This is an optimization exercise on Yosys and OpenROAD, whose aim is small area, a short achievable clock period and few clock cycles per item, not a production implementation. Function was checked by simulation only, so behaviour that the tests miss may differ from the original. Power figures rest on the tool's default switching activity, not on a simulated workload.

[flow/config.mk]
export PLATFORM = sky130hd
export DESIGN_NAME = pcx_rle_palette_decoder_core
export DESIGN_NICKNAME = pcx_rle_palette_decoder_core
export VERILOG_FILES = /design/flow/design.v
export SDC_FILE = /design/flow/constraint.sdc
export NUM_CORES = 4
export LEC_CHECK = 0
export ABC_CLOCK_PERIOD_IN_PS = 2000
export CAP_MARGIN = 20
export CORE_MARGIN = 2
export CORE_UTILIZATION = 45
export CTS_CLUSTER_DIAMETER = 100
export CTS_CLUSTER_SIZE = 25
export PLACE_DENSITY = 0.55
export SETUP_SLACK_MARGIN = 2.8
export SLEW_MARGIN = 20
export SYNTH_MEMORY_MAX_BITS = 8192
[flow/constraint.sdc]
create_clock -name core_clock -period 6.0 [get_ports {clock}]
set_input_delay 1.2000 -clock core_clock [delete_from_list [all_inputs] [get_ports {clock}]]
set_output_delay 1.2000 -clock core_clock [all_outputs]
set_load 0.01 [all_outputs]
[flow/design.v]
`timescale 1ns / 1ps
package pcxrle_pkg;
   localparam int BYTE_W = 8;
   localparam int CFG_W  = 13;
   localparam int RUN_W  = 6;
   localparam int RGB_W  = 24;
   localparam logic [BYTE_W-1:0] RUN_MARK   = 8'd191;
   localparam logic [BYTE_W-1:0] COUNT_MASK = 8'd63;
   localparam int PALETTE_ENTRIES_DEF = 256;
   localparam int MAX_DIMENSION_DEF   = 4096;
   localparam logic [CFG_W-1:0] DIM_RESET = 13'd256;
   localparam logic CSR_IMAGE_WIDTH  = 1'b0;
   localparam logic CSR_IMAGE_HEIGHT = 1'b1;
   localparam logic CMD_DATA    = 1'b0;
   localparam logic CMD_PALETTE = 1'b1;
   typedef struct packed {
      logic pal_we;
      logic set_run;
      logic take_run;
      logic load_literal;
      logic emit;
   } ctrl_cmd_type;
   typedef struct packed {
      logic is_palette;
      logic run_pending;
      logic is_header;
      logic run_len_zero;
      logic out_free;
      logic burst_done;
   } ctrl_status_type;
endpackage
`timescale 1ns / 1ps
module pcxrle_ram #(
   parameter int WIDTH = 24,
   parameter int DEPTH = 256,
   parameter int GROUPS = 8
) (
   input  logic             clock,
   input  logic             we,
   input  logic [DEPTH-1:0] sel,
   input  logic [WIDTH-1:0] wdata,
   output logic [WIDTH-1:0] rdata
);
   logic [DEPTH-1:0] dec;
   logic [WIDTH-1:0] row  [DEPTH];
   logic [WIDTH-1:0] lvl0 [DEPTH];
   for (genvar i = 0; i < DEPTH; i++) begin : g_row
      assign dec[i] = sel[i];
      always_ff @(posedge clock) begin
         if (we & dec[i]) begin
            row[i] <= wdata;
         end
      end
      assign lvl0[i] = row[i] & {WIDTH{dec[i]}};
   end
   localparam int GSZ = DEPTH / GROUPS;
   logic [WIDTH-1:0] grp    [GROUPS];
   logic [WIDTH-1:0] grp_ff [GROUPS];
   always_comb begin
      for (int g = 0; g < GROUPS; g++) begin
         grp[g] = '0;
         for (int k = 0; k < GSZ; k++) begin
            grp[g] = grp[g] | lvl0[g*GSZ + k];
         end
      end
   end
   always_ff @(posedge clock) begin
      for (int g = 0; g < GROUPS; g++) begin
         grp_ff[g] <= grp[g];
      end
   end
   always_comb begin
      rdata = '0;
      for (int g = 0; g < GROUPS; g++) begin
         rdata = rdata | grp_ff[g];
      end
   end
endmodule
`timescale 1ns / 1ps
import pcxrle_pkg::*;
module pcxrle_ctrl #(
   parameter int DEPTH = 3
) (
   input  logic              clock,
   input  logic              reset,
   input  logic              req_valid,
   output logic              req_stall,
   input  logic              req_cmd,
   input  logic [BYTE_W-1:0] req_data_byte,
   input  logic [BYTE_W-1:0] req_pal_index,
   input  logic [BYTE_W-1:0] req_pal_red,
   input  logic [BYTE_W-1:0] req_pal_green,
   input  logic [BYTE_W-1:0] req_pal_blue,
   output logic              pal_we,
   output logic [255:0]      pal_sel,
   output logic [RGB_W-1:0]  pal_wdata,
   input  logic [RGB_W-1:0]  pal_rdata,
   output logic              head_valid,
   output logic [RGB_W-1:0]  head_rgb,
   output logic [RUN_W-1:0]  head_n,
   input  logic              pop
);
   localparam int PW = (DEPTH > 1) ? $clog2(DEPTH) : 1;
   localparam int CW = $clog2(DEPTH + 1);
   logic              stall_ff;
   logic              take;
   logic [BYTE_W-1:0] idx;
   logic              v1_ff;
   logic              cmd1_ff;
   logic [255:0]      sel1_ff;
   logic [15:0]       hi_oh, lo_oh;
   logic [RGB_W-1:0]  wd1_ff;
   logic              hdr1_ff;
   logic [RUN_W-1:0]  cnt1_ff;
   assign take = req_valid & ~stall_ff;
   assign hi_oh = 16'(1) << idx[7:4];
   assign lo_oh = 16'(1) << idx[3:0];
   assign idx  = (req_cmd == CMD_PALETTE) ? req_pal_index : req_data_byte;
   always_ff @(posedge clock) begin
      if (reset) begin
         v1_ff <= 1'b0;
      end else begin
         v1_ff <= take;
      end
   end
   always_ff @(posedge clock) begin
      cmd1_ff <= req_cmd;
      for (int i = 0; i < 256; i++) begin
         sel1_ff[i] <= hi_oh[i / 16] & lo_oh[i % 16];
      end
      wd1_ff  <= {req_pal_red, req_pal_green, req_pal_blue};
      hdr1_ff <= (req_data_byte > RUN_MARK);
      cnt1_ff <= RUN_W'(req_data_byte & COUNT_MASK);
   end
   assign pal_we     = v1_ff & (cmd1_ff == CMD_PALETTE);
   assign pal_sel    = sel1_ff;
   assign pal_wdata  = wd1_ff;
   logic             is_data;
   logic             is_header;
   logic [RUN_W-1:0] hdr_count;
   logic             pending_ff;
   logic [RUN_W-1:0] runlen_ff;
   logic             push;
   logic [RUN_W-1:0] push_n;
   assign is_data   = v1_ff & (cmd1_ff == CMD_DATA);
   assign is_header = hdr1_ff;                   
   assign hdr_count = cnt1_ff;                   
   assign push      = is_data & (pending_ff ? (runlen_ff != '0) : ~is_header);
   assign push_n    = pending_ff ? runlen_ff : RUN_W'(1);
   always_ff @(posedge clock) begin
      if (reset) begin
         pending_ff <= 1'b0;
         runlen_ff  <= '0;
      end else if (is_data) begin
         pending_ff <= ~pending_ff & is_header;
         if (!pending_ff && is_header) begin
            runlen_ff <= hdr_count;
         end
      end
   end
   logic [RGB_W-1:0] q_rgb [DEPTH];
   logic [RUN_W-1:0] q_n   [DEPTH];
   logic [PW-1:0]    wr_ff, rd_ff;
   logic [CW-1:0]    cnt_ff, cnt_in;
   logic [PW-1:0] wr_inc, rd_inc;
   assign wr_inc = (wr_ff == PW'(DEPTH - 1)) ? '0 : wr_ff + PW'(1);
   assign rd_inc = (rd_ff == PW'(DEPTH - 1)) ? '0 : rd_ff + PW'(1);
   logic             push3_ff;
   logic [RUN_W-1:0] n3_ff;
   always_ff @(posedge clock) begin
      if (reset) begin
         push3_ff <= 1'b0;
      end else begin
         push3_ff <= push;
      end
   end
   always_ff @(posedge clock) begin
      n3_ff <= push_n;
   end
   always_ff @(posedge clock) begin
      if (push3_ff) begin
         q_rgb[wr_ff] <= pal_rdata;
         q_n[wr_ff]   <= n3_ff;
      end
   end
   assign cnt_in = cnt_ff + CW'(push3_ff) - CW'(pop);
   logic [CW:0] base;
   logic        ge_hi, ge_mid, ge_lo, stall_in;
   assign base   = (CW+1)'(cnt_ff) + (CW+1)'(push3_ff) + (CW+1)'(push);
   assign ge_hi  = (base >= (CW+1)'(DEPTH + 1));
   assign ge_mid = (base >= (CW+1)'(DEPTH));
   assign ge_lo  = (base >= (CW+1)'(DEPTH - 1));
   always_comb begin
      case ({pop, take_push})
         2'b10:   stall_in = ge_hi;
         2'b01:   stall_in = ge_lo;
         default: stall_in = ge_mid;
      endcase
   end
   logic pend_in_ff;
   logic take_data, take_push;
   assign take_data = take & (req_cmd == CMD_DATA);
   assign take_push = take_data & (pend_in_ff | (req_data_byte <= RUN_MARK));
   always_ff @(posedge clock) begin
      if (reset) begin
         pend_in_ff <= 1'b0;
      end else if (take_data) begin
         pend_in_ff <= ~pend_in_ff & (req_data_byte > RUN_MARK);
      end
   end
   always_ff @(posedge clock) begin
      if (reset) begin
         wr_ff    <= '0;
         rd_ff    <= '0;
         cnt_ff   <= '0;
         stall_ff <= 1'b0;
      end else begin
         if (push3_ff) wr_ff <= wr_inc;
         if (pop)  rd_ff <= rd_inc;
         cnt_ff   <= cnt_in;
         stall_ff <= stall_in;
      end
   end
   assign head_valid = (cnt_ff != '0);
   assign head_rgb   = q_rgb[rd_ff];
   assign head_n     = q_n[rd_ff];
   assign req_stall  = stall_ff;
endmodule
`timescale 1ns / 1ps
import pcxrle_pkg::*;
module pcxrle_dp #(
   parameter int MAX_DIMENSION = MAX_DIMENSION_DEF
) (
   input  logic              clock,
   input  logic              reset,
   input  logic              head_valid,
   input  logic [RGB_W-1:0]  head_rgb,
   input  logic [RUN_W-1:0]  head_n,
   output logic              pop,
   output logic              rsp_valid,
   input  logic              rsp_stall,
   output logic [BYTE_W-1:0] rsp_red,
   output logic [BYTE_W-1:0] rsp_green,
   output logic [BYTE_W-1:0] rsp_blue,
   output logic              rsp_last_of_burst,
   output logic              rsp_last_of_image,
   input  logic              csr_write,
   input  logic              csr_index,
   input  logic [CFG_W-1:0]  csr_data
);
   localparam int DIM_W = $clog2(MAX_DIMENSION + 1);    
   localparam int TOT_W = 2 * DIM_W;                     
   localparam int CNT_W = TOT_W - 1;                     
   logic             csr_v_ff;
   logic             csr_i_ff;
   logic [CFG_W-1:0] csr_d_ff;
   logic [DIM_W-1:0] dim_w, dim_h;
   always_ff @(posedge clock) begin
      if (reset) begin
         csr_v_ff <= 1'b0;
      end else begin
         csr_v_ff <= csr_write;
      end
   end
   always_ff @(posedge clock) begin
      csr_i_ff <= csr_index;
      csr_d_ff <= csr_data;
   end
   logic [DIM_W-1:0] csr_dim;
   assign csr_dim = (csr_d_ff == '0) ? DIM_W'(1)
                  : (32'(csr_d_ff) > 32'(MAX_DIMENSION)) ? DIM_W'(MAX_DIMENSION)
                  : DIM_W'(csr_d_ff);
   always_ff @(posedge clock) begin
      if (reset) begin
         dim_w <= DIM_W'(DIM_RESET);
         dim_h <= DIM_W'(DIM_RESET);
      end else if (csr_v_ff) begin
         if (csr_i_ff == CSR_IMAGE_WIDTH) begin
            dim_w <= csr_dim;
         end else begin
            dim_h <= csr_dim;
         end
      end
   end
   logic             busy_ff;
   logic [3:0]       step_ff;
   logic [TOT_W-1:0] prod_ff;
   logic [DIM_W:0]   psum;
   assign psum = {1'b0, prod_ff[TOT_W-1:DIM_W]} + (prod_ff[0] ? {1'b0, dim_w} : '0);
   always_ff @(posedge clock) begin
      if (reset) begin
         busy_ff <= 1'b0;
         step_ff <= '0;
         prod_ff <= TOT_W'(32'(DIM_RESET) * 32'(DIM_RESET));
      end else if (csr_v_ff) begin
         busy_ff <= 1'b1;
         step_ff <= '0;
      end else if (busy_ff) begin
         if (step_ff == '0) begin
            prod_ff <= {DIM_W'(0), dim_h};
         end else begin
            prod_ff <= {psum, prod_ff[DIM_W-1:1]};
         end
         step_ff <= step_ff + 4'd1;
         if (step_ff == 4'(DIM_W)) begin
            busy_ff <= 1'b0;
         end
      end
   end
   logic             o_valid_ff;
   logic [RGB_W-1:0] cur_rgb_ff;     
   logic             cur_lob_ff, cur_loi_ff;
   logic [RGB_W-1:0] o_rgb_ff;
   logic             o_lob_ff, o_loi_ff;
   logic [RUN_W-1:0] rem_ff;         
   logic [CNT_W-1:0] cnt1_ff;        
   logic             o_free, ready, rep, emit, last;
   logic             nxt_lob;
   logic [RGB_W-1:0] nxt_rgb;
   logic [RUN_W-1:0] n_cur;
   assign o_free  = ~o_valid_ff | ~rsp_stall;
   assign ready   = ~busy_ff & ~csr_v_ff;
   assign rep     = (rem_ff != '0);
   assign emit    = o_free & ready & (rep | head_valid);
   assign pop     = o_free & ready & ~rep & head_valid;
   assign n_cur   = rep ? rem_ff : head_n;
   assign last    = ({1'b0, cnt1_ff} >= prod_ff);
   assign nxt_lob = last | (n_cur == RUN_W'(1));
   assign nxt_rgb = rep ? cur_rgb_ff : head_rgb;
   always_ff @(posedge clock) begin
      if (reset) begin
         rem_ff     <= '0;
         cnt1_ff    <= CNT_W'(1);
      end else if (emit) begin
         rem_ff     <= last ? '0 : n_cur - RUN_W'(1);
         cnt1_ff    <= last ? CNT_W'(1) : cnt1_ff + CNT_W'(1);
      end
   end
   always_ff @(posedge clock) begin
      o_valid_ff <= ~reset & (emit | (o_valid_ff & rsp_stall));
   end
   always_ff @(posedge clock) begin
      if (emit) begin
         cur_rgb_ff <= nxt_rgb;
         cur_lob_ff <= nxt_lob;
         cur_loi_ff <= last;
      end
   end
   always_ff @(posedge clock) begin
      if (emit) begin
         o_rgb_ff <= nxt_rgb;
         o_lob_ff <= nxt_lob;
         o_loi_ff <= last;
      end else begin
         o_rgb_ff <= cur_rgb_ff & {RGB_W{o_valid_ff}};
         o_lob_ff <= cur_lob_ff & o_valid_ff;
         o_loi_ff <= cur_loi_ff & o_valid_ff;
      end
   end
   assign rsp_valid         = o_valid_ff;
   assign rsp_red           = o_rgb_ff[RGB_W-1 -: BYTE_W];
   assign rsp_green         = o_rgb_ff[2*BYTE_W-1 -: BYTE_W];
   assign rsp_blue          = o_rgb_ff[BYTE_W-1:0];
   assign rsp_last_of_burst = o_lob_ff;
   assign rsp_last_of_image = o_loi_ff;
endmodule
`timescale 1ns / 1ps
import pcxrle_pkg::*;
module pcx_rle_palette_decoder_core
#(
   parameter int PALETTE_ENTRIES = PALETTE_ENTRIES_DEF,
   parameter int MAX_DIMENSION   = MAX_DIMENSION_DEF
) (
   input  logic              clock,
   input  logic              reset,
   input  logic              req_valid,
   output logic              req_stall,
   input  logic              req_cmd,
   input  logic [BYTE_W-1:0] req_data_byte,
   input  logic [BYTE_W-1:0] req_pal_index,
   input  logic [BYTE_W-1:0] req_pal_red,
   input  logic [BYTE_W-1:0] req_pal_green,
   input  logic [BYTE_W-1:0] req_pal_blue,
   output logic              rsp_valid,
   input  logic              rsp_stall,
   output logic [BYTE_W-1:0] rsp_red,
   output logic [BYTE_W-1:0] rsp_green,
   output logic [BYTE_W-1:0] rsp_blue,
   output logic              rsp_last_of_burst,
   output logic              rsp_last_of_image,
   input  logic              csr_valid,
   output logic              csr_ready,
   input  logic              csr_index,
   input  logic [CFG_W-1:0]  csr_data
);
   logic              pal_we;
   logic [PALETTE_ENTRIES-1:0] pal_sel;
   logic [RGB_W-1:0]  pal_wdata, pal_rdata;
   logic              head_valid;
   logic [RGB_W-1:0]  head_rgb;
   logic [RUN_W-1:0]  head_n;
   logic              pop;
   assign csr_ready = 1'b1;
   pcxrle_ctrl #(
      .DEPTH (5)
   ) u_ctrl (
      .clock         (clock),
      .reset         (reset),
      .req_valid     (req_valid),
      .req_stall     (req_stall),
      .req_cmd       (req_cmd),
      .req_data_byte (req_data_byte),
      .req_pal_index (req_pal_index),
      .req_pal_red   (req_pal_red),
      .req_pal_green (req_pal_green),
      .req_pal_blue  (req_pal_blue),
      .pal_we        (pal_we),
      .pal_sel       (pal_sel),
      .pal_wdata     (pal_wdata),
      .pal_rdata     (pal_rdata),
      .head_valid    (head_valid),
      .head_rgb      (head_rgb),
      .head_n        (head_n),
      .pop           (pop)
   );
   pcxrle_ram #(
      .WIDTH (RGB_W),
      .DEPTH (PALETTE_ENTRIES)
   ) u_palette (
      .clock  (clock),
      .we     (pal_we),
      .sel    (pal_sel),
      .wdata  (pal_wdata),
      .rdata  (pal_rdata)
   );
   pcxrle_dp #(
      .MAX_DIMENSION (MAX_DIMENSION)
   ) u_dp (
      .clock             (clock),
      .reset             (reset),
      .head_valid        (head_valid),
      .head_rgb          (head_rgb),
      .head_n            (head_n),
      .pop               (pop),
      .rsp_valid         (rsp_valid),
      .rsp_stall         (rsp_stall),
      .rsp_red           (rsp_red),
      .rsp_green         (rsp_green),
      .rsp_blue          (rsp_blue),
      .rsp_last_of_burst (rsp_last_of_burst),
      .rsp_last_of_image (rsp_last_of_image),
      .csr_write         (csr_valid & csr_ready),
      .csr_index         (csr_index),
      .csr_data          (csr_data)
   );
endmodule
[flow/run.sh]
#!/bin/bash
# synth_recipe.tcl (not shown) runs the flow's synth.tcl, then flattens the netlist and writes it again
# the make line also repeats each setting of config.mk as NAME=value (left out here)
make -C /OpenROAD-flow-scripts/flow DESIGN_CONFIG=/design/flow/config.mk WORK_HOME=/design/flow/orfs CLKGATE_MAP_FILE= SYNTH_SCRIPT=/design/flow/synth_recipe.tcl finish
==> run notes, run 1 <==
- Fin crit period: 3.199 ns
- Area contributors post-synth: edfxtp_1 78%, a22oi_1 7.1%, dfxtp_1 5.2%
- Final ANT Viol Nets: 0
- Initial Util: 45.18%
- Die W: approximately 740 microns
- Final setup viols: 0
- DRT Wirelength: between 800,000 and 900,000 microns
- YS warnings: 7
- Leak Pwr: around 0.083 uW
- RePlAce Congestion: 0.8993
- H-tree level count: 5
- Row cnt: 270
- Pre-CTS WS: approximately 1.6 ns
- Register bit total from synthesis: 6,959
- Main synth FF type: edfxtp_1
- Vias in the first global route: 132,174
- DRT iter0 DRCs: around 24,000
- Initial antenna violation count: 99
- TritonCTS buffer count: 319
- GR Util All Layers: 29.86%
- Post-CTS setup buffers: 0
- WL/cell: between 40 and 50 microns
- Highest net fanout along the worst path: 16
- RSZ-0062 raised after global routing: no
- CTS Sinks: a little under 7,000
- Yosys top cell area share: 77.66%
- Ports: 89
- Cell accounting for the most synthesized area: edfxtp_1
- Setup CP Type: register to register
- Mapped cell area: 244,400 sq um
- Status: finished clean
- P&R area growth vs syn: 8.737%
- Clk latency of the worst-skew pair: between 1 and 1.5 ns
- Hold path cells: 2
- Synthesized Nets: 13,433
- Syn_area_per_cell: around 18 sq um
- I/O Buffers: 87
- Cells after Synth: 13,316
- Setup Skew: around 0.088 ns
- CP Data Arrival Time: 3.87 ns
- CTS root buf: clkbuf_16
- Final Hold Vio Count: 0
- Vias per std cell: 6.719
- Layout Utilization: 49.13%
- First-pass GRT wire length: around 1,100,000 microns
- Top post-synthesis cells by count: 6,320 x edfxtp_1, 2,311 x a22oi_1, 873 x clkbuf_1, 639 x dfxtp_1, 402 x nand3_1
- Clock Pin Slew Worst Setup and Hold Paths: 0.10 ns
- GR Overflow Total: 0
- Largest net degree at the start of global routing: ~160
- Fin crit share: 53.31%
- Hold Path Class: register to register
- Max-Cap Viols: 0
- Yosys cell types: 61
- Clk buf depth: 4
- Fin nets: about 14,000
- Max Clk Rate: 0.3126 GHz
- CTS Hold Buffers Added: 0
- CTS tree: built
- Vias: ~140k
- Slew margin rel.: under 10%
- Post-synthesis sequential area ratio: 82.90%
- Pins over their slew limit: 0
- CP required: between 6 and 7 ns
- CORE AREA: 540,900 sq um
- Fin Setup TNS: 0 ns
- Power Density: just over 300 nW/um^2
- Critical path endpoint category: register
- # DRC: 0
- Die H: between 700 and 800 microns
- Asr flop ratio synth: 0%
- CP startpoint kind: register
- Max IR drop VDD: 0.0002483 V
- Die ar.: 549,000 sq um
- Final setup margin: 2.801 ns
- DRT Pass-1 Iters: 8
- Post-synth EDFFs: 6,320
- Layout cell share with drive strength beyond 1: under 10%
- Cell with the most instances after synthesis: edfxtp_1
- Detailed Place HPWL: 494,100 microns
- Worst reg-to-reg path cell count: 3
- Tightest Pin Transition: 1.362 ns
[final cells by class]
class | instances | area (sq um)
clock inverters | 25 | 332.8
well taps | 7208 | 9019
fillers | 44149 | 275100
clock buffers | 522 | 8945
flip-flops and latches | 6959 | 202700
diodes | 103 | 257.7
multi-input cells | 5396 | 38490
inverters | 50 | 187.7
repair buffers | 695 | 5789
[critical path, stage by stage (launching register included)]
cell and delay (ns):
dfxtp_1 1.12, buf_4 0.47, and3_1 0.69, buf_4 0.51
[cell families after synthesis]
group	count (synthesis)	synth area share, %
other cells	1	0.001535
mux	67	0.4291
fa+ha+maj	57	0.3011
flops	6959	82.90
simple gates	1945	4.340
buf+inv	961	1.489
compound gates	3290	10.42
xor+xnor	36	0.1290
[where the power goes]
part           switching, uW  leakage, uW  internal [uW]
registers                402       0.0620          53200
logic                   2550       0.0169            899
clock network          15000      0.00444          10500
[timing repair]
| item | CTS | global route |
|---|---|---|
| gates resized for setup | 33 | 5 |
| pin swaps | 0 | 0 |
| setup endpoints to repair | 150 | 87 |
| endpoints found under the hold margin | 0 | 0 |
[metal layers]
metal | wire [microns] | global-route usage [%] | part of all wire (%)
met2 | 387000 | 46.56 | 46
met5 | 209 | 0 | 0.025
met3 | 95870 | 5.317 | 11
met1 | 318300 | 41.34 | 38
met4 | 45010 | 13.39 | 5.3
[worst paths after layout]
kind                                                         to                        start  slack [ns]
worst max-delay path            u_palette.row[126][5]$_DFFE_PP_  u_ctrl.sel1_ff[126]$_DFF_P_        2.80
worst min-delay path                      u_dp.o_loi_ff$_DFF_P_    u_dp.cur_loi_ff$_DFFE_PP_        0.44
worst max register to register  u_palette.row[126][5]$_DFFE_PP_  u_ctrl.sel1_ff[126]$_DFF_P_        2.80
worst min register to register            u_dp.o_loi_ff$_DFF_P_    u_dp.cur_loi_ff$_DFFE_PP_        0.44
[flip-flops by register name (all words and copies together), names as in the netlist, 3 cells and up, named ones only]
signal            cells
u_ctrl.wd1_ff        24
u_ctrl.q_n           30
u_dp.o_rgb_ff        24
u_dp.dim_h           13
u_dp.rem_ff           6
u_dp.cur_rgb_ff      24
u_ctrl.cnt1_ff        6
u_ctrl.wr_ff          3
u_ctrl.rd_ff          3
u_dp.prod_ff         26
u_palette.grp_ff    192
u_dp.cnt1_ff         25
u_ctrl.cnt_ff         3
u_ctrl.n3_ff          6
u_ctrl.runlen_ff      6
u_dp.step_ff          4
u_ctrl.sel1_ff      256
u_dp.csr_d_ff        13
u_palette.row      6144
u_dp.dim_w           13
u_ctrl.q_rgb        120
[cell usage in the layout (no fill, tap or decap), drive strengths merged, types with 35 or more instances in the layout]
cell type and count:
a21oi 54, nand3 402, edfxtp 6320, clkdlybuf4s50 60, nand4 394, buf 609, nor4 53, a22oi 2311
and3 289, diode 103, dfxtp 639, a221oi 384, inv 68, nand2 166, a22o 387, mux2i 35
ha 54, nor2 356, clkbuf 523, or4 195, o21ai 43
[metrics by stage]
stage | power, uW | instances | hold slack [ns] | area, sq um
2_1_floorplan | 56320 | 13316 | 0.4274 | 244400
3_3_place_gp | 58040 | 20307 | 0.4467 | 256100
3_5_place_dp | 58140 | 20308 | 0.4501 | 256100
4_1_cts | 82670 | 20855 | 0.4482 | 265400
5_1_grt | 84480 | 20922 | 0.4795 | 265600
6_report | 82610 | 20958 | 0.4395 | 265700
Testbench counts, summed over its fixed seeds: cycles 39,874, pixels 37,581.
==> run 2: changes to the inputs <==
--- a/flow/design.v
+++ b/flow/design.v
@@ -38,3 +38,3 @@
    input  logic             clock,
-   input  logic             we,
+   input  logic [15:0]      we,
    input  logic [DEPTH-1:0] sel,
@@ -49,3 +49,3 @@
       always_ff @(posedge clock) begin
-         if (we & dec[i]) begin
+         if (we[i % 16] & dec[i]) begin
             row[i] <= wdata;
@@ -93,3 +93,3 @@
    input  logic [BYTE_W-1:0] req_pal_blue,
-   output logic              pal_we,
+   output logic [15:0]       pal_we,
    output logic [255:0]      pal_sel,
@@ -110,2 +110,3 @@
    logic [255:0]      sel1_ff;
+   logic [15:0]       we1_ff;
    logic [15:0]       hi_oh, lo_oh;
@@ -120,5 +121,7 @@
       if (reset) begin
-         v1_ff <= 1'b0;
+         v1_ff  <= 1'b0;
+         we1_ff <= '0;
       end else begin
-         v1_ff <= take;
+         v1_ff  <= take;
+         we1_ff <= lo_oh & {16{take & (req_cmd == CMD_PALETTE)}};
       end
@@ -134,3 +137,3 @@
    end
-   assign pal_we     = v1_ff & (cmd1_ff == CMD_PALETTE);
+   assign pal_we     = we1_ff;
    assign pal_sel    = sel1_ff;
@@ -185,3 +188,6 @@
    end
-   assign cnt_in = cnt_ff + CW'(push3_ff) - CW'(pop);
+   logic [CW-1:0] cnt_p0, cnt_m1;
+   assign cnt_p0 = cnt_ff + CW'(push3_ff);
+   assign cnt_m1 = cnt_ff + CW'(push3_ff) - CW'(1);
+   assign cnt_in = pop ? cnt_m1 : cnt_p0;
    logic [CW:0] base;
@@ -288,2 +294,4 @@
    logic [DIM_W:0]   psum;
+   logic             prod_is1;
+   assign prod_is1 = (prod_ff == TOT_W'(1));
    assign psum = {1'b0, prod_ff[TOT_W-1:DIM_W]} + (prod_ff[0] ? {1'b0, dim_w} : '0);
@@ -300,3 +308,3 @@
             prod_ff <= {DIM_W'(0), dim_h};
-         end else begin
+         end else if (step_ff <= 4'(DIM_W)) begin
             prod_ff <= {psum, prod_ff[DIM_W-1:1]};
@@ -304,3 +312,3 @@
          step_ff <= step_ff + 4'd1;
-         if (step_ff == 4'(DIM_W)) begin
+         if (step_ff == 4'(DIM_W + 1)) begin
             busy_ff <= 1'b0;
@@ -315,3 +323,6 @@
    logic [RUN_W-1:0] rem_ff;         
-   logic [CNT_W-1:0] cnt1_ff;        
+   logic             rep_ff;         
+   logic [CNT_W-1:0] cnt2_ff;        
+   logic             last_ff;        
+   logic             cmp_ge, cmp_eq;
    logic             o_free, ready, rep, emit, last;
@@ -322,3 +333,3 @@
    assign ready   = ~busy_ff & ~csr_v_ff;
-   assign rep     = (rem_ff != '0);
+   assign rep     = rep_ff;
    assign emit    = o_free & ready & (rep | head_valid);
@@ -326,3 +337,5 @@
    assign n_cur   = rep ? rem_ff : head_n;
-   assign last    = ({1'b0, cnt1_ff} >= prod_ff);
+   assign last    = last_ff;
+   assign cmp_ge  = ({1'b0, cnt2_ff} >= prod_ff);
+   assign cmp_eq  = ({1'b0, cnt2_ff} == prod_ff);
    assign nxt_lob = last | (n_cur == RUN_W'(1));
@@ -332,6 +345,12 @@
          rem_ff     <= '0;
-         cnt1_ff    <= CNT_W'(1);
+         rep_ff     <= 1'b0;
+         cnt2_ff    <= CNT_W'(2);
+         last_ff    <= 1'b0;
       end else if (emit) begin
          rem_ff     <= last ? '0 : n_cur - RUN_W'(1);
-         cnt1_ff    <= last ? CNT_W'(1) : cnt1_ff + CNT_W'(1);
+         rep_ff     <= ~last & (n_cur != RUN_W'(1));
+         cnt2_ff    <= last ? CNT_W'(2) : cnt2_ff + CNT_W'(1);
+         last_ff    <= last ? prod_is1 : cmp_ge;
+      end else if (busy_ff) begin
+         last_ff    <= cmp_ge & ~cmp_eq;
       end
@@ -342,4 +361,6 @@
    always_ff @(posedge clock) begin
+      if (emit && !rep) begin
+         cur_rgb_ff <= head_rgb;
+      end
       if (emit) begin
-         cur_rgb_ff <= nxt_rgb;
          cur_lob_ff <= nxt_lob;
@@ -354,5 +375,5 @@
       end else begin
-         o_rgb_ff <= cur_rgb_ff & {RGB_W{o_valid_ff}};
-         o_lob_ff <= cur_lob_ff & o_valid_ff;
-         o_loi_ff <= cur_loi_ff & o_valid_ff;
+         o_rgb_ff <= cur_rgb_ff;
+         o_lob_ff <= cur_lob_ff;
+         o_loi_ff <= cur_loi_ff;
       end
@@ -395,3 +416,3 @@
 );
-   logic              pal_we;
+   logic [15:0]       pal_we;
    logic [PALETTE_ENTRIES-1:0] pal_sel;
==> flow/flow/run.sh (new file) <==
#!/bin/bash
set -euo pipefail
export BUFFER_PORTS_ARGS="-buffer_cell sky130_fd_sc_hd__buf_4"
bash standard.sh > standard_flow.log 2>&1
==> flow/standard.sh (new file) <==
#!/bin/bash
# synth_recipe.tcl (not shown) runs the flow's synth.tcl, then flattens the netlist and writes it again
# the make line also repeats each setting of config.mk as NAME=value (left out here)
make -C /OpenROAD-flow-scripts/flow DESIGN_CONFIG=/design/flow/config.mk WORK_HOME=/design/flow/orfs CLKGATE_MAP_FILE= SYNTH_SCRIPT=/design/flow/synth_recipe.tcl "${@:-finish}"
--- a/flow/config.mk
+++ b/flow/config.mk
@@ -14,3 +14,3 @@
 export PLACE_DENSITY = 0.55
-export SETUP_SLACK_MARGIN = 2.8
+export SETUP_SLACK_MARGIN = 3.2
 export SLEW_MARGIN = 20
removed: flow/run.sh
==> run 2 against run 1 <==
Fmax up 8.7%; critical endpoint is now u_palette.row[222][10]$_DFFE_PP_; first-iteration DRC count up 6.3%; synthesized cell count down 0.14%; still clean on timing, DRC and antenna.
==> run notes, run 2 <==
- Die H: 741.1 microns (was 740.9 microns)
- Pins over their slew limit: 0 (unchanged)
- Reg2reg start: u_ctrl.we1_ff[14]$_SDFF_PP0_ (was u_ctrl.sel1_ff[126]$_DFF_P_)
- TritonCTS buffer count: 322 (was 319)
- Hold Path Class: primary input to register (was register to register)
- Vias: 142,536 (was 140,817)
- Max IR drop VDD: 0.0002500 V (was 0.0002483 V)
- RSZ-0062 raised after global routing: yes (was no)
- RePlAce Congestion: 0.8914 (was 0.8993)
- Row cnt: 270 (unchanged)
- Cells after Synth: 13,298 (was 13,316)
- P&R area growth vs syn: 8.898% (was 8.737%)
- Most common cell after layout, fill and taps aside: edfxtp_1 (unchanged)
- Vias in the first global route: 133,377 (was 132,174)
- Detailed Place HPWL: 487,100 microns (was 494,100 microns)
- CP required: 6.68 ns (about the same)
- CP Data Arrival Time: 3.63 ns (was 3.87 ns)
- Setup CP Type: register to register (unchanged)
- Leak Pwr: 0.08273 uW (was 0.08333 uW)
- DR top layer: met5 (unchanged)
- Layout cell share with drive strength beyond 1: 9.392% (was 8.266%)
- Largest net degree at the start of global routing: 185 (was 162)
- WL/cell: 42.23 microns (was 40.39 microns)
- CP startpoint kind: register (unchanged)
- Initial Util: 45.21% (was 45.18%)
- Fin nets: 13,587 (was 13,538)
- Crit. Startpoint: u_ctrl.we1_ff[14]$_SDFF_PP0_ (was u_ctrl.sel1_ff[126]$_DFF_P_)
- Top post-synthesis cells by count: 6,320 x edfxtp_1, 2,308 x a22oi_1, 815 x clkbuf_1, 655 x dfxtp_1, 399 x nand3_1 (was 6,320 x edfxtp_1, 2,311 x a22oi_1, 873 x clkbuf_1, 639 x dfxtp_1, 402 x nand3_1)
- Post-synth EDFFs: 6,320 (unchanged)
- Max-Cap Viols: 0 (unchanged)
- Post-synthesis sequential area ratio: 82.98% (was 82.90%)
- YS warnings: 7 (unchanged)
- Clock Pin Slew Worst Setup and Hold Paths: 0.10 ns (about the same)
- Max reg flops: 6,144 (unchanged)
- Fin crit share: 49.06% (was 53.31%)
- Met3 wire len: 108,400 microns (was 95,870 microns)
- Die W: 741.1 microns (was 740.9 microns)
- Yosys top cell area share: 77.62% (was 77.66%)
- DRT iter0 DRCs: 25,539 (was 24,024)
- Metal-1 WL: 326,300 microns (was 318,300 microns)
- Power Density: 310.5 nW/um^2 (was 310.9 nW/um^2)
- I/O Buffers: 87 (unchanged)
- Pre-CTS WS: 1.954 ns (was 1.609 ns)
- Slew margin rel.: 14.00% (was 9.204%)
- Synthesized Nets: 13,415 (was 13,433)
- Final Hold Vio Count: 0 (unchanged)
- CTS root buf: clkbuf_16 (unchanged)
- Final setup margin: 3.056 ns (was 2.801 ns)
- Syn_area_per_cell: 18.39 sq um (was 18.35 sq um)
- First-pass GRT wire length: 1,176,000 microns (was 1,137,000 microns)
- HP Start: csr_data[11] (was u_dp.cur_loi_ff$_DFFE_PP_)
- Final std cells w/o fill: 21,001 (was 20,958)
- Critical path endpoint category: register (unchanged)
- GR Overflow Total: 0 (unchanged)
- Die ar.: 549,200 sq um (was 549,000 sq um)
- Setup Skew: 0.08425 ns (was 0.08835 ns)
- Max Clk Rate: 0.3397 GHz (was 0.3126 GHz)
- Reg with most FFs: u_palette.row (unchanged)
- Vias per std cell: 6.787 (was 6.719)
- CORE AREA: 540,900 sq um (unchanged)
- Clk buf depth: 4 (unchanged)
- Mapped cell area: 244,500 sq um (was 244,400 sq um)
- Fin crit period: 2.944 ns (was 3.199 ns)
- Register bit total from synthesis: 6,975 (was 6,959)
- Clk latency of the worst-skew pair: 1.07 ns (was 1.06 ns)
- Main synth FF type: edfxtp_1 (unchanged)
- DRT Wirelength: 886,900 microns (was 846,400 microns)
- Cell with the most instances after synthesis: edfxtp_1 (unchanged)
- GR Util All Layers: 31.33% (was 29.86%)
- Asr flop ratio synth: 0% (unchanged)
- Status: finished clean (unchanged)
- Final setup viols: 0 (unchanged)
- Largest registers: u_palette.row x6144, u_ctrl.sel1_ff x256, u_palette.grp_ff x192 (unchanged)
- DRT Pass-1 Iters: 6 (was 8)
- CTS Sinks: 6,975 (was 6,959)
- Yosys cell types: 65 (was 61)
- Tightest Pin Transition: 1.290 ns (was 1.362 ns)
- H-tree level count: 5 (unchanged)
- Final ANT Viol Nets: 0 (unchanged)
- Area contributors post-synth: edfxtp_1 78%, a22oi_1 7.1%, dfxtp_1 5.4% (was edfxtp_1 78%, a22oi_1 7.1%, dfxtp_1 5.2%)
- Placed insts: 20,353 (was 20,308)
- Fin Hold WS: 0.2661 ns (was 0.4395 ns)
- Metal2 WL: 404,700 microns (was 387,000 microns)
- Initial antenna violation count: 92 (was 99)
- Ports: 89 (unchanged)
- # DRC: 0 (unchanged)
- Commonest non-fill, non-tap cells in the layout: 6,320 x edfxtp_1, 2,308 x a22oi_1, 680 x buf_4 (was 6,320 x edfxtp_1, 2,311 x a22oi_1, 583 x dfxtp_1)
- Fin Setup TNS: 0 ns (unchanged)
- CTS tree: built (unchanged)
- Highest net fanout along the worst path: 16 (unchanged)
- Cell accounting for the most synthesized area: edfxtp_1 (unchanged)
[run 2: routing by layer]
layer,up-vias,global-route usage [%]
met3,1720,6.868
met2,10532,48.73
li1,54980,-
met5,-,0
met1,75272,42.57
met4,32,14.11
[run 2: layout make-up]
| class | count | area [sq um] |
|---|---|---|
| Sequential cell | 6975 | 203100 |
| Clock buffer | 552 | 9134 |
| Fill cell | 44022 | 274600 |
| Clock inverter | 27 | 419.2 |
| Multi-Input combinational cell | 5402 | 38520 |
| Antenna cell | 68 | 170.2 |
| Timing Repair Buffer | 715 | 5699 |
| Tap cell | 7208 | 9019 |
| Inverter | 54 | 210.2 |
[run 2: kinds of logic (layout without fill, tap and decap cells)]
logic type               after synthesis  after routing  share of synthesized area (%)
flip-flops                          6975           6975                          82.98
buffers and inverters                921           1348                          1.425
adder cells (fa/ha/maj)               57             57                         0.2978
other                                  1             69                       0.001534
XOR/XNOR                              36             36                         0.1290
AND/OR/NAND/NOR                     1979           1979                          4.379
AO/OA/AOI/OAI                       3255           3255                          10.32
multiplexers                          74             74                         0.4677
[run 2: critical path, stage by stage (launching register included)]
cell and delay [ns]:
dfxtp_2 0.80, buf_4 0.41, and2_1 0.78, buf_4 0.53
[run 2: path summary, 6_finish.rpt]
path / endpoint / slack, ns / cells past startpoint
setup / recovery: u_palette.row[222][10]$_DFFE_PP_ / 3.06 / 3
hold / removal: u_dp.csr_d_ff[11]$_DFF_P_ / 0.27 / 1
setup reg to reg: u_palette.row[222][10]$_DFFE_PP_ / 3.06 / 3
hold reg to reg: u_dp.dim_w[6]$_SDFFE_PP0P_ / 0.46 / 2
[run 2: stage by stage]
step	utilization [%]	area [sq um]	power, uW
5_1_grt	49.20	266100	84500
3_3_place_gp	47.38	256300	57750
6_report	49.23	266300	82660
3_5_place_dp	47.39	256300	57790
2_1_floorplan	-	244600	55950
4_1_cts	49.18	266000	82790
[run 2: timing repair]
action | in CTS | in global routing
pin swaps | 0 | 0
gates resized for setup | 57 | 6
hold buffers | 0 | 0
buffers inserted | 1 | 0
gates cloned | 0 | 0
endpoints found under the setup margin | 105 | 30
[run 2: where the power goes]
part	internal [uW]	total (uW)	switching [uW]	leakage [uW]
clock network	10700	25800	15100	0.00454
registers	53300	53900	644	0.0621
logic	798	2920	2120	0.0160
Testbench counts of run 2, summed over its fixed seeds: cycles 39,874, pixels 37,581.
==> run 3: changes to the inputs <==
--- a/flow/design.v
+++ b/flow/design.v
@@ -319,3 +319,3 @@
    logic [RGB_W-1:0] cur_rgb_ff;     
-   logic             cur_lob_ff, cur_loi_ff;
+   logic             hold_lob, hold_loi;
    logic [RGB_W-1:0] o_rgb_ff;
@@ -364,7 +364,5 @@
       end
-      if (emit) begin
-         cur_lob_ff <= nxt_lob;
-         cur_loi_ff <= last;
-      end
    end
+   assign hold_lob = ~rep_ff;
+   assign hold_loi = (cnt2_ff == CNT_W'(2));
    always_ff @(posedge clock) begin
@@ -376,4 +374,4 @@
          o_rgb_ff <= cur_rgb_ff;
-         o_lob_ff <= cur_lob_ff;
-         o_loi_ff <= cur_loi_ff;
+         o_lob_ff <= hold_lob;
+         o_loi_ff <= hold_loi;
       end
==> run 3 against run 2 <==
Via count is 1.2% higher; utilization about the same; sequential power hardly changed; critical path depth decreased by 1; critical endpoint is now u_palette.row[202][19]$_DFFE_PP_; highest routed layer unchanged.
==> run notes, run 3 <==
- Power Density: 311.1 nW/um^2 (was 310.5 nW/um^2)
- CTS Sinks: 6,975 (unchanged)
- Area contributors post-synth: edfxtp_1 78%, a22oi_1 7.1%, dfxtp_1 5.4% (unchanged)
- Vias in the first global route: 135,861 (was 133,377)
- Max IR drop VDD: 0.0002723 V (was 0.0002500 V)
- Initial antenna violation count: 49 (was 92)
- Largest family of logic cells by synthesized area: compound AO/OA/AOI/OAI gates (unchanged)
- Worst reg-to-reg path cell count: 2 (was 3)
- Yosys top cell area share: 77.59% (was 77.62%)
- Simple-Gate Fraction of Synth Area: 4.426% (was 4.379%)
- Mapped cell area: 244,500 sq um (about the same)
- YS warnings: 7 (unchanged)
- Die ar.: 549,300 sq um (was 549,200 sq um)
- Cell with the most instances after synthesis: edfxtp_1 (unchanged)
- Fin crit period: 2.912 ns (was 2.944 ns)
- CTS Hold Buffers Added: 0 (unchanged)
- Asr flop ratio synth: 0% (unchanged)
- Synthesized Nets: 13,426 (was 13,415)
- Pins over their slew limit: 0 (unchanged)
- Hold path cells: 1 (unchanged)
- Vias per std cell: 6.878 (was 6.787)
- Largest registers: u_palette.row x6144, u_ctrl.sel1_ff x256, u_palette.grp_ff x192 (unchanged)
- CP Data Arrival Time: 3.58 ns (was 3.63 ns)
- Die H: 741.2 microns (was 741.1 microns)
- Final Hold Vio Count: 0 (unchanged)
- Reg with most FFs: u_palette.row (unchanged)
- Final setup margin: 3.088 ns (was 3.056 ns)
- Initial Util: 45.21% (about the same)
- Synth Area in XOR/XNOR: 0.1397% (was 0.1290%)
- DRT iter0 DRCs: 25,750 (was 25,539)
- Main synth FF type: edfxtp_1 (unchanged)
- Clk latency of the worst-skew pair: 1.05 ns (was 1.07 ns)
- Detailed Place HPWL: 475,000 microns (was 487,100 microns)
- GR Overflow Total: 0 (unchanged)
- Flop2flop setup slack: 3.09 ns (was 3.06 ns)
- DRT Pass-1 Iters: 9 (was 6)
- Fin nets: 13,572 (was 13,587)
- Final ANT Viol Nets: 0 (unchanged)
- Metal-1 WL: 329,100 microns (was 326,300 microns)
- Reg2reg start: u_ctrl.we1_ff[10]$_SDFF_PP0_ (was u_ctrl.we1_ff[14]$_SDFF_PP0_)
- Ports: 89 (unchanged)
- Status: finished clean (unchanged)
- Post-synthesis sequential area ratio: 82.96% (was 82.98%)
- Post-synth EDFFs: 6,318 (was 6,320)
- Pre-CTS WS: 2.457 ns (was 1.954 ns)
- Fill count: 44,034 (was 44,022)
- WL/cell: 42.69 microns (was 42.23 microns)
- Leak Pwr: 0.08272 uW (was 0.08273 uW)
- Layout cell share with drive strength beyond 1: 9.482% (was 9.392%)
- CORE AREA: 540,900 sq um (unchanged)
- Metal2 WL: 413,800 microns (was 404,700 microns)
- Most common cell after layout, fill and taps aside: edfxtp_1 (unchanged)
- Setup CP Type: register to register (unchanged)
- WHS Endpoint: u_dp.csr_d_ff[10]$_DFF_P_ (was u_dp.csr_d_ff[11]$_DFF_P_)
- P&R area growth vs syn: 8.931% (was 8.898%)
- Cells after Synth: 13,308 (was 13,298)
- Max-Cap Viols: 0 (unchanged)
- Cell accounting for the most synthesized area: edfxtp_1 (unchanged)
- First-pass GRT wire length: 1,188,000 microns (was 1,176,000 microns)
- RSZ-0062 raised after global routing: yes (unchanged)
- Final setup viols: 0 (unchanged)
- Met3 wire len: 108,300 microns (was 108,400 microns)
- Max reg flops: 6,144 (unchanged)
- Fin Setup TNS: 0 ns (unchanged)
- Hold Path Class: primary input to register (unchanged)
- Clock Pin Slew Worst Setup and Hold Paths: 0.10 ns (about the same)
- DR top layer: met5 (unchanged)
- CP startpoint kind: register (unchanged)
- Clk buf depth: 4 (unchanged)
- Fin crit share: 48.54% (was 49.06%)
- Largest net degree at the start of global routing: 200 (was 185)
- H-tree level count: 5 (unchanged)
- Slew margin rel.: 14.12% (was 14.00%)
- Row cnt: 270 (unchanged)
- GR Util All Layers: 31.55% (was 31.33%)
- Critical path endpoint category: register (unchanged)
- FF-to-FF End: u_palette.row[202][19]$_DFFE_PP_ (was u_palette.row[222][10]$_DFFE_PP_)
- Register Area: 203,100 sq um (about the same)
- CP required: 6.67 ns (was 6.68 ns)
- Post-synthesis compound-gate area fraction: 10.29% (was 10.32%)
- # DRC: 0 (unchanged)
- Layout Utilization: 49.25% (was 49.23%)
- Top post-synthesis cells by count: 6,318 x edfxtp_1, 2,303 x a22oi_1, 839 x clkbuf_1, 657 x dfxtp_1, 405 x nand3_1 (was 6,320 x edfxtp_1, 2,308 x a22oi_1, 815 x clkbuf_1, 655 x dfxtp_1, 399 x nand3_1)
- Setup Skew: 0.07303 ns (was 0.08425 ns)
- Yosys cell types: 62 (was 65)
- Multiplexer area fraction after synthesis: 0.4508% (was 0.4677%)
- Highest net fanout along the worst path: 17 (was 16)
- RePlAce Congestion: 0.8526 (was 0.8914)
- Die W: 741.2 microns (was 741.1 microns)
- I/O Buffers: 87 (unchanged)
- Max Clk Rate: 0.3434 GHz (was 0.3397 GHz)
- TritonCTS buffer count: 324 (was 322)
- CTS tree: built (unchanged)
- Multi-input logic area: 38,620 sq um (was 38,520 sq um)
- CTS root buf: clkbuf_16 (unchanged)
- HP Start: csr_data[10] (was csr_data[11])
- Vias: 144,266 (was 142,536)
- Post-synthesis adder-cell area fraction: 0.3029% (was 0.2978%)
- DRT Wirelength: 895,400 microns (was 886,900 microns)
- Commonest non-fill, non-tap cells in the layout: 6,318 x edfxtp_1, 2,303 x a22oi_1, 637 x buf_4 (was 6,320 x edfxtp_1, 2,308 x a22oi_1, 680 x buf_4)
- Syn_area_per_cell: 18.37 sq um (was 18.39 sq um)
- Register bit total from synthesis: 6,975 (unchanged)
- Tightest Pin Transition: 1.288 ns (was 1.290 ns)
## run 3: cell types whose count changed after synthesis, moves of 3 or more
cell / before / now
nor2_1: 355 / 358
mux2_2: 29 / 25
a21oi_1: 58 / 54
buf_1: 42 / 20
mux2i_1: 15 / 19
a22oi_1: 2308 / 2303
clkbuf_1: 815 / 839
inv_1: 53 / 50
o21ai_1: 0 / 3
nor4_1: 59 / 68
nand3_1: 399 / 405
## run 3: what timing repair did
action / CTS / global route
setup buffers: 0 / 0
endpoints found under the setup margin: 49 / 34
cloned: 0 / 0
pin swaps: 0 / 0
resized for setup: 69 / 6
## run 3: routing by layer
metal	global-route usage, %	vias up
li1	-	54995
met1	42.47	76508
met2	50.17	10969
met3	6.682	1782
met4	13.12	12
met5	0	-
## run 3: worst max-delay path: stages (launching register included)
cell and delay, ns:
dfxtp_2 1.18, and2_1 0.74, buf_4 0.59
## run 3: worst max-delay path by stage
stage / start / cells after the start / slack, ns / endpoint
after CTS: u_dp.o_rgb_ff[8]$_DFF_P_ / 1 / 3.07 / rsp_green[0]
after floorplan: u_ctrl.push3_ff$_SDFF_PP0_ / 2 / 2.01 / u_ctrl.q_n[1][0]$_DFFE_PP_
after detailed placement: req_cmd / 4 / 2.46 / u_ctrl.sel1_ff[62]$_DFF_P_
after global placement: rsp_stall / 7 / 2.47 / register
final: u_ctrl.we1_ff[10]$_SDFF_PP0_ / 2 / 3.09 / u_palette.row[202][19]$_DFFE_PP_
after global routing: u_dp.prod_ff[0]$_SDFFE_PP0P_ / 9 / 3.12 / u_dp.prod_ff[24]$_SDFFE_PP0P_
## run 3: cell families (layout without fill, tap and decap cells)
logic type	count (synthesis)	in the layout
AND/OR/NAND/NOR	1996	1996
other	1	57
buffers and inverters	919	1321
AO/OA/AOI/OAI	3248	3248
flip-flops	6975	6975
adder cells (fa/ha/maj)	58	58
multiplexers	72	72
XOR/XNOR	39	39
## run 3: layout make-up
cell class / count / share of cell area (%)
Clock buffer: 549 / 3.448
Clock inverter: 33 / 0.2095
Tap cell: 7208 / 3.386
Multi-Input combinational cell: 5414 / 14.50
Sequential cell: 6975 / 76.24
Timing Repair Buffer: 688 / 2.098
Inverter: 51 / 0.07328
Antenna cell: 56 / 0.05261
## run 3: per-stage QoR
stage / cell area, sq um / power [uW] / std cells / hold slack, ns
5_1_grt: 266200 / 84720 / 20923 / 0.2261
2_1_floorplan: 244600 / 55970 / 13308 / 0.4151
3_3_place_gp: 256200 / 57640 / 20332 / 0.4404
4_1_cts: 266100 / 82930 / 20915 / 0.1927
3_5_place_dp: 256200 / 57690 / 20333 / 0.4278
6_report: 266400 / 82880 / 20974 / 0.2645
## run 3: report_power, final
group	total, uW	leakage (uW)	internal [uW]	switching (uW)
logic	2800	0.0160	814	1990
clock network	26100	0.00462	10800	15300
registers	54000	0.0621	53300	663
Testbench counts of run 3, summed over its fixed seeds: cycles 39,874, pixels 37,581.

==> what the ideal ports hide <==
Ports are ideal in the flow. The routed layouts listed here were re-timed in OpenROAD.
Step 1 (the two cells are an assumption about what drives the block):
set clk [get_ports {clock}]
set_driving_cell -lib_cell sky130_fd_sc_hd__clkbuf_16 $clk
set_driving_cell -lib_cell sky130_fd_sc_hd__buf_2 [delete_from_list [all_inputs] $clk]
Step 2 also shifts input and output timing later by t, the mid clock arrival at the registers, as if the neighbouring blocks saw the same clock.
a / b / c = ideal ports / drivers / drivers and shift; a / b = the first two.
| run | t, ns | slack for setup (ns) | slew at the worst register clock pin (ns) | pins driven straight from the clock port |
|---|---|---|---|---|
| run 1 | 1.148 | 2.801 / 2.761 / 2.100 | 0.11 / 0.11 | 1 |
| run 2 | 1.166 | 3.056 / 2.987 / 2.246 | 0.11 / 0.11 | 1 |
| run 3 | 1.149 | 3.088 / 3.024 / 2.200 | 0.11 / 0.11 | 1 |
After both steps setup and hold are still met in every run listed. The setup slack of run 3, which loses most, moves by -0.064 ns with the drivers and by -0.888 ns with both steps.
